This design comes from an exercise in tuning for small area on the open sky130 flow, not from production work. The RTL was checked by simulation tests, not by an equivalence proof against the original design. Power and IR drop assume default switching activity.

==> inputs of run a <==
==> flow/design.v <==
module imem_loader #(
  parameter int N = 32
) (
  input  logic         clk,
  input  logic         reset,
  input  logic         start,
  input  logic [6:0]   count,
  input  logic         byte_valid,
  input  logic [7:0]   byte_data,
  output logic         byte_ready,
  output logic         busy,
  output logic         done,
  output logic         err,
  input  logic [5:0]   addr,
  output logic [N-1:0] q
);
  logic [N-1:0]    r_w0;               
  logic [N-1:0]    r_odd  [4][8];      
  logic [N-1:0]    r_even [1:3][8];    
  logic [N-1:0]    r_e7   [7];         
  logic [2:0]      r_ph8;              
  logic [2:0]      r_ph7;              
  logic [N-1:0]    r_pend [2];
  logic [4:0]      w_pm   [2];       
  logic [1:0]      r_pv;
  logic            r_busy;         
  logic            r_chk;          
  logic            r_done;
  logic            r_err;
  logic [6:0]      r_rem;          
  logic            r_first;        
  logic            r_second;       
  logic [5:0]      r_last;
  logic [5:0]      w_prev;
  logic [1:0]      r_bidx;
  logic [23:0]     r_asm;
  logic [7:0]      r_sum;
  logic            w_xfer;
  logic            w_we;
  logic [5:0]      w_waddr;
  logic [N-1:0]    w_word;
  logic [1:0]      w_ins;          
  logic [1:0]      w_drop;         
  assign w_xfer = r_busy && !r_chk && byte_valid;
  assign w_we    = reset && w_xfer && (r_bidx == 2'd3);
  assign w_word  = {byte_data, r_asm};
  assign w_waddr = r_first ? 6'd0 : r_second ? 6'd1 : r_last + 6'd1;
  assign w_prev  = r_last - 6'd1;
  assign w_pm[0] = r_last[0] ? w_prev[5:1] : r_last[5:1];
  assign w_pm[1] = r_last[0] ? r_last[5:1] : w_prev[5:1];
  assign w_ins[1]  = r_pv[1] && (w_pm[1][2:0] == r_ph8);
  assign w_ins[0]  = r_pv[0] && ((w_pm[0][4:3] == 2'd0) ? (w_pm[0][2:0] == r_ph7)
                                                       : (w_pm[0][2:0] == r_ph8));
  assign w_drop[1] = 1'b0;
  assign w_drop[0] = (w_pm[0] == 5'd0);
  always_ff @(posedge clk) begin
    r_ph8 <= r_ph8 + 3'd1;
    r_ph7 <= (r_ph7 == 3'd7 || r_ph7 == 3'd0) ? 3'd1 : r_ph7 + 3'd1;
    for (int g = 0; g < 4; g++) begin
      for (int j = 0; j < 7; j++) r_odd[g][j] <= r_odd[g][j+1];
      r_odd[g][7] <= (w_ins[1] && w_pm[1][4:3] == 2'(g)) ? r_pend[1] : r_odd[g][0];
    end
    for (int g = 1; g < 4; g++) begin
      for (int j = 0; j < 7; j++) r_even[g][j] <= r_even[g][j+1];
      r_even[g][7] <= (w_ins[0] && w_pm[0][4:3] == 2'(g)) ? r_pend[0] : r_even[g][0];
    end
    for (int j = 0; j < 6; j++) r_e7[j] <= r_e7[j+1];
    r_e7[6] <= (w_ins[0] && w_pm[0][4:3] == 2'd0) ? r_pend[0] : r_e7[0];
  end
  always_ff @(posedge clk) begin
    if (w_we && w_waddr == 6'd0) r_w0 <= w_word;
    for (int b = 0; b < 2; b++) begin
      if (w_we && w_waddr[0] == 1'(b) && w_waddr != 6'd0) begin
        r_pend[b] <= w_word;
        r_pv[b]   <= 1'b1;
      end else if (w_ins[b] || w_drop[b]) begin
        r_pv[b]   <= 1'b0;
      end
    end
  end
  always_ff @(posedge clk) begin
    if (!reset) begin
      r_busy <= 1'b0;
      r_chk  <= 1'b0;
      r_done <= 1'b0;
      r_err  <= 1'b0;
    end else begin
      r_done <= 1'b0;
      r_err  <= 1'b0;
      if (!r_busy && !r_done) begin
        if (start) begin
          r_busy <= 1'b1;
          r_chk  <= 1'b0;
        end
      end else if (r_busy && r_chk) begin
        if (byte_valid) begin
          r_err  <= (byte_data != r_sum);
          r_busy <= 1'b0;
          r_done <= 1'b1;
        end
      end else if (w_we && r_rem == 7'd1) begin
        r_chk <= 1'b1;
      end
    end
  end
  always_ff @(posedge clk) begin
    if (!r_busy) begin
      r_rem  <= {count[6] || count == 7'd0, count[5:0]};    
      r_first <= 1'b1;
      r_second <= 1'b0;
      r_bidx <= 2'd0;
      r_sum  <= 8'd0;
    end else if (w_xfer) begin
      r_sum  <= r_sum + byte_data;
      r_bidx <= r_bidx + 2'd1;
      if (r_bidx == 2'd3) begin
        r_first  <= 1'b0;
        r_second <= r_first;
        if (!r_first) r_last <= w_waddr;
        r_rem  <= r_rem - 7'd1;
      end else begin
        r_asm <= {byte_data, r_asm[23:8]};
      end
    end
  end
  assign byte_ready = r_busy;
  assign busy       = r_busy;
  assign done       = r_done;
  assign err        = r_err;
  logic [4:0]  w_m;
  logic [2:0]  w_p8;
  logic [2:0]  w_p7;
  logic [1:0]  w_hit;
  logic        w_any;
  logic [65:0] w_sel;
  logic [N-1:0] w_src [66];
  assign w_m     = addr[5:1];
  assign w_p8    = w_m[2:0] - r_ph8;
  assign w_p7    = (w_m[2:0] >= r_ph7) ? w_m[2:0] - r_ph7 : w_m[2:0] - r_ph7 - 3'd1;
  assign w_hit[0] = r_pv[0] && !addr[0] && (w_pm[0] == w_m);
  assign w_hit[1] = r_pv[1] &&  addr[0] && (w_pm[1] == w_m);
  assign w_any   = w_hit[0] || w_hit[1];
  always_comb begin
    w_sel = '0;
    for (int g = 0; g < 4; g++)
      for (int j = 0; j < 8; j++)
        w_sel[8*g+j] = !w_any && addr[0] && w_m[4:3] == 2'(g) && w_p8 == 3'(j);
    for (int g = 1; g < 4; g++)
      for (int j = 0; j < 8; j++)
        w_sel[24+8*g+j] = !w_any && !addr[0] && w_m[4:3] == 2'(g) && w_p8 == 3'(j);
    for (int j = 0; j < 7; j++)
      w_sel[56+j] = !w_any && !addr[0] && w_m[4:3] == 2'd0 && w_m[2:0] != 3'd0 && w_p7 == 3'(j);
    w_sel[63] = (addr == 6'd0);
    w_sel[64] = w_hit[0];
    w_sel[65] = w_hit[1];
  end
  always_comb begin
    for (int g = 0; g < 4; g++)
      for (int j = 0; j < 8; j++) w_src[8*g+j] = r_odd[g][j];
    for (int g = 1; g < 4; g++)
      for (int j = 0; j < 8; j++) w_src[24+8*g+j] = r_even[g][j];
    for (int j = 0; j < 7; j++) w_src[56+j] = r_e7[j];
    w_src[63] = r_w0;
    w_src[64] = r_pend[0];
    w_src[65] = r_pend[1];
  end
  for (genvar b = 0; b < N; b++) begin : g_rd
    logic [65:0] w_d;
    always_comb
      for (int i = 0; i < 66; i++) w_d[i] = w_src[i][b];
    il_rdbit u_rd (.s(w_sel), .d(w_d), .q(q[b]));
  end
endmodule
module il_rdbit (
  input  logic [65:0] s,
  input  logic [65:0] d,
  output logic        q
);
  logic [21:0] t;
  logic [5:0]  u;
  logic [0:0]  v;
  for (genvar i = 0; i < 22; i++) begin : g_a
    il_aoi222 u_a (.a1(s[3*i]), .a2(d[3*i]), .b1(s[3*i+1]), .b2(d[3*i+1]),
                   .c1(s[3*i+2]), .c2(d[3*i+2]), .y(t[i]));
  end
  il_nand4 u_n0 (.a(t[0]),  .b(t[1]),  .c(t[2]),  .d(t[3]),  .y(u[0]));
  il_nand4 u_n1 (.a(t[4]),  .b(t[5]),  .c(t[6]),  .d(t[7]),  .y(u[1]));
  il_nand4 u_n2 (.a(t[8]),  .b(t[9]),  .c(t[10]), .d(t[11]), .y(u[2]));
  il_nand4 u_n3 (.a(t[12]), .b(t[13]), .c(t[14]), .d(t[15]), .y(u[3]));
  il_nand3 u_n4 (.a(t[16]), .b(t[17]), .c(t[18]), .y(u[4]));
  il_nand3 u_n5 (.a(t[19]), .b(t[20]), .c(t[21]), .y(u[5]));
  il_or4   u_o0 (.a(u[0]), .b(u[1]), .c(u[2]), .d(u[3]), .y(v[0]));
  il_or3   u_f  (.a(v[0]), .b(u[4]), .c(u[5]), .y(q));
endmodule
module il_aoi222 (input logic a1, a2, b1, b2, c1, c2, output logic y);
  assign y = ~((a1 & a2) | (b1 & b2) | (c1 & c2));
endmodule
module il_nand4 (input logic a, b, c, d, output logic y);
  assign y = ~(a & b & c & d);
endmodule
module il_nand3 (input logic a, b, c, output logic y);
  assign y = ~(a & b & c);
endmodule
module il_or4 (input logic a, b, c, d, output logic y);
  assign y = a | b | c | d;
endmodule
module il_or3 (input logic a, b, c, output logic y);
  assign y = a | b | c;
endmodule
==> flow/flow/run.sh <==
#!/bin/bash
# Own layout flow: the standard ORFS flow (standard.sh), with
#  - clock tree synthesis without dummy loads, clkbuf_8 leaf clusters
#  - port buffers of the smallest buffer cell
# make's output goes to flow.log; ORFS keeps each step's log under orfs/logs.
set -euo pipefail
export CTS_ARGS="-sink_clustering_enable -repair_clock_nets -dont_use_dummy_load -buf_list sky130_fd_sc_hd__clkbuf_8 -sink_clustering_size 18 -sink_clustering_max_diameter 50"
export BUFFER_PORTS_ARGS="-buffer_cell sky130_fd_sc_hd__buf_1"
bash standard.sh > flow.log 2>&1
==> flow/standard.sh <==
#!/bin/bash
# synth_recipe.tcl (not shown) runs the flow's synth.tcl, then flattens the netlist and writes it again
# the make line also repeats each setting of config.mk as NAME=value (left out here)
make -C /OpenROAD-flow-scripts/flow DESIGN_CONFIG=/design/flow/config.mk WORK_HOME=/design/flow/orfs CLKGATE_MAP_FILE= SYNTH_SCRIPT=/design/flow/synth_recipe.tcl "${@:-finish}"
==> flow/config.mk <==
export PLATFORM = sky130hd
export DESIGN_NAME = imem_loader
export DESIGN_NICKNAME = imem_loader
export VERILOG_FILES = /design/flow/design.v
export SDC_FILE = /design/flow/constraint.sdc
export NUM_CORES = 4
export LEC_CHECK = 0
export CAP_MARGIN = 0
export CORE_MARGIN = 2
export CORE_UTILIZATION = 50
export PLACE_DENSITY = 0.95
export SLEW_MARGIN = 0
export SYNTH_HIERARCHICAL = 1
==> flow/constraint.sdc <==
create_clock -name core_clock -period 10.0 [get_ports {clk}]
set_input_delay 2.0000 -clock core_clock [delete_from_list [all_inputs] [get_ports {clk}]]
set_output_delay 2.0000 -clock core_clock [all_outputs]
set_load 0.01 [all_outputs]
==> run b: changes against run a <==
--- a/flow/flow/run.sh
+++ b/flow/flow/run.sh
@@ -4,2 +4,4 @@
 #  - port buffers of the smallest buffer cell
+#  - power recovery (downsizing of gates off the critical paths) after
+#    global routing
 # make's output goes to flow.log; ORFS keeps each step's log under orfs/logs.
@@ -8,2 +10,3 @@
 export BUFFER_PORTS_ARGS="-buffer_cell sky130_fd_sc_hd__buf_1"
+export RECOVER_POWER=100
 bash standard.sh > flow.log 2>&1
--- a/flow/config.mk
+++ b/flow/config.mk
@@ -10,3 +10,3 @@
 export CORE_UTILIZATION = 50
-export PLACE_DENSITY = 0.95
+export PLACE_DENSITY = 0.9
 export SLEW_MARGIN = 0
==> summary.txt <==
| quantity | run a | run b |
|---|---|---|
| Detail-routed net length per standard cell | 32.2 um | 29.0 um |
| Detailed-routed wire length on met2 | 80600 um | 71600 um |
| Clock-cell share of area | 0.0304 | 0.0309 |
| Total area of multi-input combinational cells | 14200 um^2 | 14000 um^2 |
| Total power density per cell area | 200 nW/um^2 | 199 nW/um^2 |
| Relative slew slack | 0.162 | -1.38 |
| Number of maximum-capacitance violations | 0 | 12 |
| Final standard cell utilization of the core | 0.548 | 0.546 |
| Post-route cell area | 63800 um^2 | 63600 um^2 |
| Worst slack on hold paths | 0.296 ns | 0.291 ns |
| Clock Buffer Count | 141 | 143 |
| Global-route wire length before repair | 263000 um | 240000 um |
| Critical path depth | 15 | 13 |
| Timing-limited maximum frequency | 108 MHz | 109 MHz |
| Placed cell area | 61900 um^2 | 61800 um^2 |
| Fraction of cell area in non-clock buffers | 0.0134 | 0.0123 |
| Length of routed met3 wiring | 26200 um | 20400 um |
| Crit path launch type | flop | input port |
| Shortest period the worst path allows | 9.29 ns | 9.20 ns |
| Outcome | complete, no violations | finished with violations |
| Reasons for failing layout checks | - | max-capacitance violations, max-slew violations |
| Internal Power | 10.0 mW | 10.1 mW |
| Worst setup startpoint | r_last[0]$_DFFE_PP_ | addr[5] |
| Power attributed to the clock group | 3.85 mW | 3.78 mW |
| Peak supply drop | 0.163 mV | 0.155 mV |
| Cts bufs inserted | 141 | 143 |
| Count of plain and timing-repair buffers | 142 | 139 |
| First-pass detailed-route iteration total | 11 | 12 |

-- static timing again, ports no longer ideal --
The results above use ideal ports. As a check the final layouts listed here were re-extracted and re-timed, cells and wires unchanged. Step 1 (the two cells are an assumption about what drives the block):
set clk [get_ports {clk}]
set_driving_cell -lib_cell sky130_fd_sc_hd__clkbuf_16 $clk
set_driving_cell -lib_cell sky130_fd_sc_hd__buf_2 [delete_from_list [all_inputs] $clk]
Step 2 moves the port delays by t, midway between the first and last clock arrival at a register: inputs arrive t later, outputs are due t later. That takes back most of the time a late clock gives input paths. Slacks: ideal ports / drivers / drivers and shift; pairs: ideal ports / drivers.
run	t (ns)	slack for setup (ns)	worst register clock-pin slew, ns	cell pins on the clock port's net
run a	0.908	0.709 / 0.636 / 0.814	0.12 / 0.12	1
run b	0.912	0.803 / 0.775 / 0.775	0.11 / 0.11	1
For run b, which loses most, drivers alone change the setup slack by -0.028 ns; drivers and shift together by -0.028 ns.
